Context: an optimization exercise on an open-source flow, tuned for small area, a short achievable clock period and few clock cycles per item. The choices shown serve that exercise and are no tape-out recipe. The RTL was checked by simulation tests, not by an equivalence proof against the original design. Power is estimated from default activity; no workload was simulated.

==> flow/design.v <==
module sobel_stream #(
    parameter int WIDTH = 128,
    parameter int DEPTH = 128,
    parameter int PIX_W = 8
) (
    input  logic             ClkPort,
    input  logic             Reset,
    input  logic [PIX_W-1:0] threshold,
    input  logic             in_valid,
    output logic             in_ready,
    input  logic [PIX_W-1:0] in_pixel,
    output logic             out_valid,
    input  logic             out_ready,
    output logic             out_edge,
    output logic             out_first,
    output logic             out_last
);
    localparam int CW  = $clog2(WIDTH);
    localparam int RW  = $clog2(DEPTH);
    localparam int LW  = CW + 1;
    localparam int CAP = 5;                  
    localparam int OW  = $clog2(CAP + 1);
    localparam int FD  = CAP - 1;            
    localparam int FW  = $clog2(FD);
    localparam logic [CW-1:0] COL_LAST = CW'(WIDTH - 1);
    localparam logic [RW-1:0] ROW_LAST = RW'(DEPTH - 1);
    logic             acc, cons, hv, h0, in_first;
    logic [PIX_W-1:0] pix_q, thr_q;
    logic in_ready_n, out_valid_n;
    assign acc = in_valid && !in_ready_n;
    always_ff @(posedge ClkPort) begin
        if (acc) pix_q <= in_pixel;
        if (acc && in_first) thr_q <= threshold;
    end
    logic [PIX_W*WIDTH-1:0] ra, rb;
    logic [PIX_W-1:0]       ta, tb;
    assign ta = ra[PIX_W*WIDTH-1 -: PIX_W];
    assign tb = rb[PIX_W*WIDTH-1 -: PIX_W];
    always_ff @(posedge ClkPort) begin
        ra <= {ra[PIX_W*(WIDTH-1)-1:0], cons ? pix_q : ta};
        rb <= {rb[PIX_W*(WIDTH-1)-1:0], cons ? ta : tb};
    end
    logic [CW-1:0] dph;
    logic          z0, z1;
    logic [LW-1:0] lag;
    logic          l0, l128, l129;
    logic [RW-1:0] g_row;
    logic [CW-1:0] g_col;
    logic          gb, ga, gz;
    logic [1:0]    gk;                       
    logic [OW-1:0] ocnt;
    logic          rm, cp, eb, ei;
    logic emit, emit_int, xfer, inc, dec;
    assign cons     = hv && cp;
    assign emit     = eb || (cons && (gb || ei));
    assign emit_int = cons && ei;
    assign xfer     = !out_valid_n && out_ready;
    assign inc      = cons && !emit;
    assign dec      = emit && !cons;
    logic [RW-1:0] n_row;
    logic [CW-1:0] n_col;
    logic          n_b;
    logic [1:0]    n_k;
    assign n_col = g_col + 1'b1;
    assign n_row = (g_col == COL_LAST) ? ((g_row == ROW_LAST) ? '0 : g_row + 1'b1) : g_row;
    assign n_b   = (g_col >= CW'(WIDTH - 2)) || (g_row == '0) || (g_row == ROW_LAST);
    assign n_k   = !n_b ? 2'b01 :
                   (g_row == ROW_LAST && g_col == COL_LAST) ? 2'b10 :
                   (g_row == ROW_LAST && g_col == CW'(WIDTH - 2)) ? 2'b11 : 2'b00;
    logic          l0_nx, l128_nx, l129_nx, z0_nx, z1_nx, rm_nx, ga_nx, gz_nx, gb_nx, g_last_nx;
    logic [LW-1:0] lag_nx;
    logic [OW-1:0] ocnt_nx;
    assign lag_nx  = inc ? lag + 1'b1 : dec ? lag - 1'b1 : lag;
    assign l0_nx   = inc ? 1'b0 : dec ? (lag == LW'(1)) : l0;
    assign l128_nx = inc ? (lag == LW'(WIDTH - 1)) : dec ? l129 : l128;
    assign l129_nx = inc ? l128 : dec ? 1'b0 : l129;
    assign z0_nx   = cons || z1;
    assign z1_nx   = !cons && (dph == CW'(2));
    assign ocnt_nx = (emit && !xfer) ? ocnt + 1'b1 : (xfer && !emit) ? ocnt - 1'b1 : ocnt;
    assign rm_nx   = !(((ocnt == OW'(CAP)) && (emit || !xfer)) ||
                       ((ocnt == OW'(CAP - 1)) && emit && !xfer));
    assign gb_nx   = emit ? n_b : gb;
    assign ga_nx   = emit ? (g_row == RW'(DEPTH - 2) && g_col == CW'(WIDTH - 4)) : ga;
    assign gz_nx   = emit ? ga : gz;
    assign g_last_nx = l129_nx && (emit ? ga : gz);
    always_ff @(posedge ClkPort) begin
        in_ready <= !Reset && in_ready_nx;
    end
    always_ff @(posedge ClkPort) begin
        h0  <= h0_nx;
        dph <= cons ? '0 : dph - 1'b1;
        z0  <= z0_nx;
        z1  <= z1_nx;
    end
    logic in_first_nx, hv_nx, h0_nx, cp_nx, in_ready_nx;
    assign in_first_nx = acc ? (!in_first && g_last_nx) : in_first;
    assign hv_nx       = acc || (hv && !cons);
    assign h0_nx       = acc ? in_first : h0;
    assign cp_nx       = rm_nx && (h0_nx || z0_nx);
    assign in_ready_nx = in_first_nx ? (in_first && !hv_nx && !emit_int) : (!hv_nx || cp_nx);
    always_ff @(posedge ClkPort or posedge Reset) begin
        if (Reset) begin
            in_ready_n <= 1'b1;
            in_first <= 1'b1;
            hv       <= 1'b0;
            lag      <= '0;
            l0       <= 1'b1;
            l128     <= 1'b0;
            l129     <= 1'b0;
            g_row    <= '0;
            g_col    <= '0;
            gb       <= 1'b1;
            gk       <= 2'b10;
            ga       <= 1'b0;
            gz       <= 1'b0;
            ocnt     <= '0;
            rm       <= 1'b1;
            cp       <= 1'b1;
            eb       <= 1'b0;
            ei       <= 1'b0;
        end else begin
            in_ready_n <= !in_ready_nx;
            in_first <= in_first_nx;
            hv       <= hv_nx;
            lag      <= lag_nx;
            l0       <= l0_nx;
            l128     <= l128_nx;
            l129     <= l129_nx;
            ocnt     <= ocnt_nx;
            rm       <= rm_nx;
            cp       <= cp_nx;
            eb       <= gb_nx && rm_nx && !l0_nx;
            ei       <= !gb_nx && l129_nx;
            gb       <= gb_nx;
            ga       <= ga_nx;
            gz       <= gz_nx;
            if (emit) begin
                g_row <= n_row;
                g_col <= n_col;
                gk    <= n_k;
            end
        end
    end
    logic [9:0]        v_c, v1, vm, vl;
    logic signed [8:0] d_c, d1, dm, dl;
    logic              s1_e, s1_c;
    logic [1:0]        s1_k;
    assign v_c = {2'b00, tb} + {1'b0, ta, 1'b0} + {2'b00, pix_q};
    assign d_c = $signed({1'b0, pix_q}) - $signed({1'b0, tb});
    always_ff @(posedge ClkPort) begin
        v1   <= v_c;
        d1   <= d_c;
        s1_k <= gk;
        vm   <= s1_c ? v1 : vl;
        vl   <= vm;
        dm   <= s1_c ? d1 : dl;
        dl   <= dm;
    end
    logic signed [10:0] gx, gy, gx_q, gy_q;
    logic               s2_e;
    logic [1:0]         s2_k;
    assign gx = $signed({1'b0, v1}) - $signed({1'b0, vl});
    assign gy = 11'(dl) + (11'(dm) <<< 1) + 11'(d1);
    always_ff @(posedge ClkPort) begin
        gx_q <= gx;
        gy_q <= gy;
        s2_k <= s1_k;
    end
    always_ff @(posedge ClkPort or posedge Reset) begin
        if (Reset) begin
            s1_e <= 1'b0;
            s1_c <= 1'b0;
            s2_e <= 1'b0;
        end else begin
            s1_e <= emit;
            s1_c <= cons;
            s2_e <= s1_e;
        end
    end
    logic [11:0] xa, ya, ka, cs_s, cs_c, pg, pp;
    logic        edge_c;
    logic [1:0]  res;
    assign xa   = {2'b00, gx_q[9:0] ^ {10{gx_q[10]}}};
    assign ya   = {2'b00, gy_q[9:0] ^ {10{gy_q[10]}}};
    assign ka   = {4'b1111, ~thr_q};
    assign cs_s = xa ^ ya ^ ka;
    assign cs_c = {(xa[10:0] & ya[10:0]) | (xa[10:0] & ka[10:0]) | (ya[10:0] & ka[10:0]), gx_q[10]};
    assign pg   = cs_s & cs_c;
    assign pp   = cs_s | cs_c;
    always_comb begin
        edge_c = gy_q[10];
        for (int i = 0; i < 12; i++) edge_c = pg[i] | (pp[i] & edge_c);
    end
    assign res = (s2_k == 2'b01) ? {1'b0, edge_c} : s2_k;
    logic [1:0]    fifo [FD];
    logic [FW-1:0] wp, rp;
    logic [FW:0]   fcnt, fcnt_nx;
    logic          fne;                      
    logic          take, pop, push;
    logic [1:0]    head;
    logic          oe_n, of_n, ol_n;
    assign take = out_valid_n || out_ready;
    assign pop     = take && fne;
    assign push    = s2_e && !(take && !fne);
    assign head    = fne ? fifo[rp] : res;
    assign fcnt_nx = (push && !pop) ? fcnt + 1'b1 : (pop && !push) ? fcnt - 1'b1 : fcnt;
    always_ff @(posedge ClkPort) begin
        if (s2_e) fifo[wp] <= res;           
        out_edge  <= take ? (head == 2'b01) : !oe_n;
        out_first <= take ? (head == 2'b10) : !of_n;
        out_last  <= take ? (head == 2'b11) : !ol_n;
        if (take) begin
            oe_n <= !(head == 2'b01);
            of_n <= !(head == 2'b10);
            ol_n <= !(head == 2'b11);
        end
    end
    always_ff @(posedge ClkPort or posedge Reset) begin
        if (Reset) begin
            out_valid <= 1'b0;
            out_valid_n <= 1'b1;
            wp        <= '0;
            rp        <= '0;
            fcnt      <= '0;
            fne       <= 1'b0;
        end else begin
            out_valid   <= !take || fne || s2_e;
            out_valid_n <= take && !(fne || s2_e);
            if (push) wp <= wp + 1'b1;
            if (pop)  rp <= rp + 1'b1;
            fcnt <= fcnt_nx;
            fne  <= (fcnt_nx != '0);
        end
    end
endmodule
==> flow/config.mk <==
export PLATFORM = sky130hd
export DESIGN_NAME = sobel_stream
export DESIGN_NICKNAME = sobel_stream
export VERILOG_FILES = /design/flow/design.v
export SDC_FILE = /design/flow/constraint.sdc
export NUM_CORES = 4
export LEC_CHECK = 0
export ABC_CLOCK_PERIOD_IN_PS = 3000
export CAP_MARGIN = 20
export CORE_MARGIN = 2
export CORE_UTILIZATION = 70
export PLACE_DENSITY = 0.8
export SLEW_MARGIN = 20
==> flow/constraint.sdc <==
create_clock -name core_clock -period 9.0 [get_ports {ClkPort}]
set_input_delay 1.8000 -clock core_clock [delete_from_list [all_inputs] [get_ports {ClkPort}]]
set_output_delay 1.8000 -clock core_clock [all_outputs]
set_load 0.01 [all_outputs]
standard.sh (not shown) runs the stock make flow with config.mk's settings and CLKGATE_MAP_FILE= SYNTH_SCRIPT=/design/flow/synth_recipe.tcl, a recipe that flattens the netlist after the stock synthesis.
==> flow/flow/run.sh <==
#!/bin/bash
# Standard layout, with the standard synthesis run on its own first, then the rest of the
# flow with a larger setup repair margin, plain buffers on the ports and no dummy clock loads.
set -euo pipefail
bash standard.sh synth > synth.log 2>&1
bash standard.sh SETUP_SLACK_MARGIN=6.3 \
  "BUFFER_PORTS_ARGS=-buffer_cell sky130_fd_sc_hd__buf_2" \
  "CTS_ARGS=-sink_clustering_enable -repair_clock_nets -sink_clustering_size 24 -sink_clustering_max_diameter 45 -dont_use_dummy_load -buf_list {sky130_fd_sc_hd__clkbuf_8 sky130_fd_sc_hd__clkbuf_16} -root_buf sky130_fd_sc_hd__clkbuf_16" \
  finish > layout.log 2>&1
Testbench counts at the start, summed over its fixed seeds: cycles 263,224, pixels 262,144.
==> next run, changes <==
==> flow/flow/run.sh (replaced) <==
#!/bin/bash
# Standard layout, with the standard synthesis run on its own first, then the rest of the
# flow with a larger setup repair margin, plain buffers on the ports and no dummy clock loads.
set -euo pipefail
bash standard.sh synth > synth.log 2>&1
bash standard.sh SETUP_SLACK_MARGIN=6.3 \
  "BUFFER_PORTS_ARGS=-buffer_cell sky130_fd_sc_hd__buf_2" \
  "CTS_ARGS=-sink_clustering_enable -repair_clock_nets -sink_clustering_size 16 -sink_clustering_max_diameter 36 -dont_use_dummy_load -buf_list sky130_fd_sc_hd__clkbuf_8 -root_buf sky130_fd_sc_hd__clkbuf_16" \
  finish > layout.log 2>&1
Power is lower by 7.2%.
Clock power drops by 19%.
Critical path depth stays the same.
Cell count goes up by 0.92%.
Cell area falls by 1.9%.
Worst hold slack gets worse by 0.038 ns.
Sequential power stays flat.
Maximum frequency increases by 1.3%.
Combinational power goes down by about 13%.
Via count falls by about 4.3%.
==> next run, changes <==
==> flow/flow/run.sh (replaced) <==
#!/bin/bash
# Standard layout, with the standard synthesis run on its own first, then the rest of the
# flow with a larger setup repair margin, plain buffers on the ports and no dummy clock loads.
set -euo pipefail
bash standard.sh synth > synth.log 2>&1
bash standard.sh SETUP_SLACK_MARGIN=6.3 \
  "BUFFER_PORTS_ARGS=-buffer_cell sky130_fd_sc_hd__buf_2" \
  "CTS_ARGS=-sink_clustering_enable -repair_clock_nets -sink_clustering_size 20 -sink_clustering_max_diameter 42 -dont_use_dummy_load -buf_list sky130_fd_sc_hd__clkbuf_8 -root_buf sky130_fd_sc_hd__clkbuf_16" \
  finish > layout.log 2>&1
=> The new run produced a clean layout. Setup slack improves by 0.0086 ns. Combinational power went down by about 3%. Cell count came out lower by about 0.8%. Die area is unchanged. Final area came out lower by 0.89%.

[what the ideal ports hide]
No port has a modelled driver above. Below, the same layouts with a new extraction and two added sets of constraints.
Step 1: set_driving_cell puts a clkbuf_16 on ClkPort and a buf_2 on each other input, an assumption about the parent block.
Step 2 times the ports against the registers' clock, not the clock port: input delays grow and output delays shrink by t, the midpoint of the rising clock arrivals with the driver on.
a / b / c = ideal ports / drivers / drivers and shift; a / b = the first two.
| run | t, ns | slack for setup (ns) | clock arrival spread, ns |
|---|---|---|---|
| the first run | 0.762 | 6.042 / 5.973 / 5.726 | 0.092 / 0.092 |
| the second run | 0.731 | 6.081 / 6.013 / 5.720 | 0.133 / 0.132 |
| the third run | 0.711 | 6.089 / 6.024 / 5.721 | 0.118 / 0.117 |
After both steps setup and hold are still met in every run listed. For the third run, which loses most, drivers alone change the setup slack by -0.065 ns; drivers and shift together by -0.368 ns.
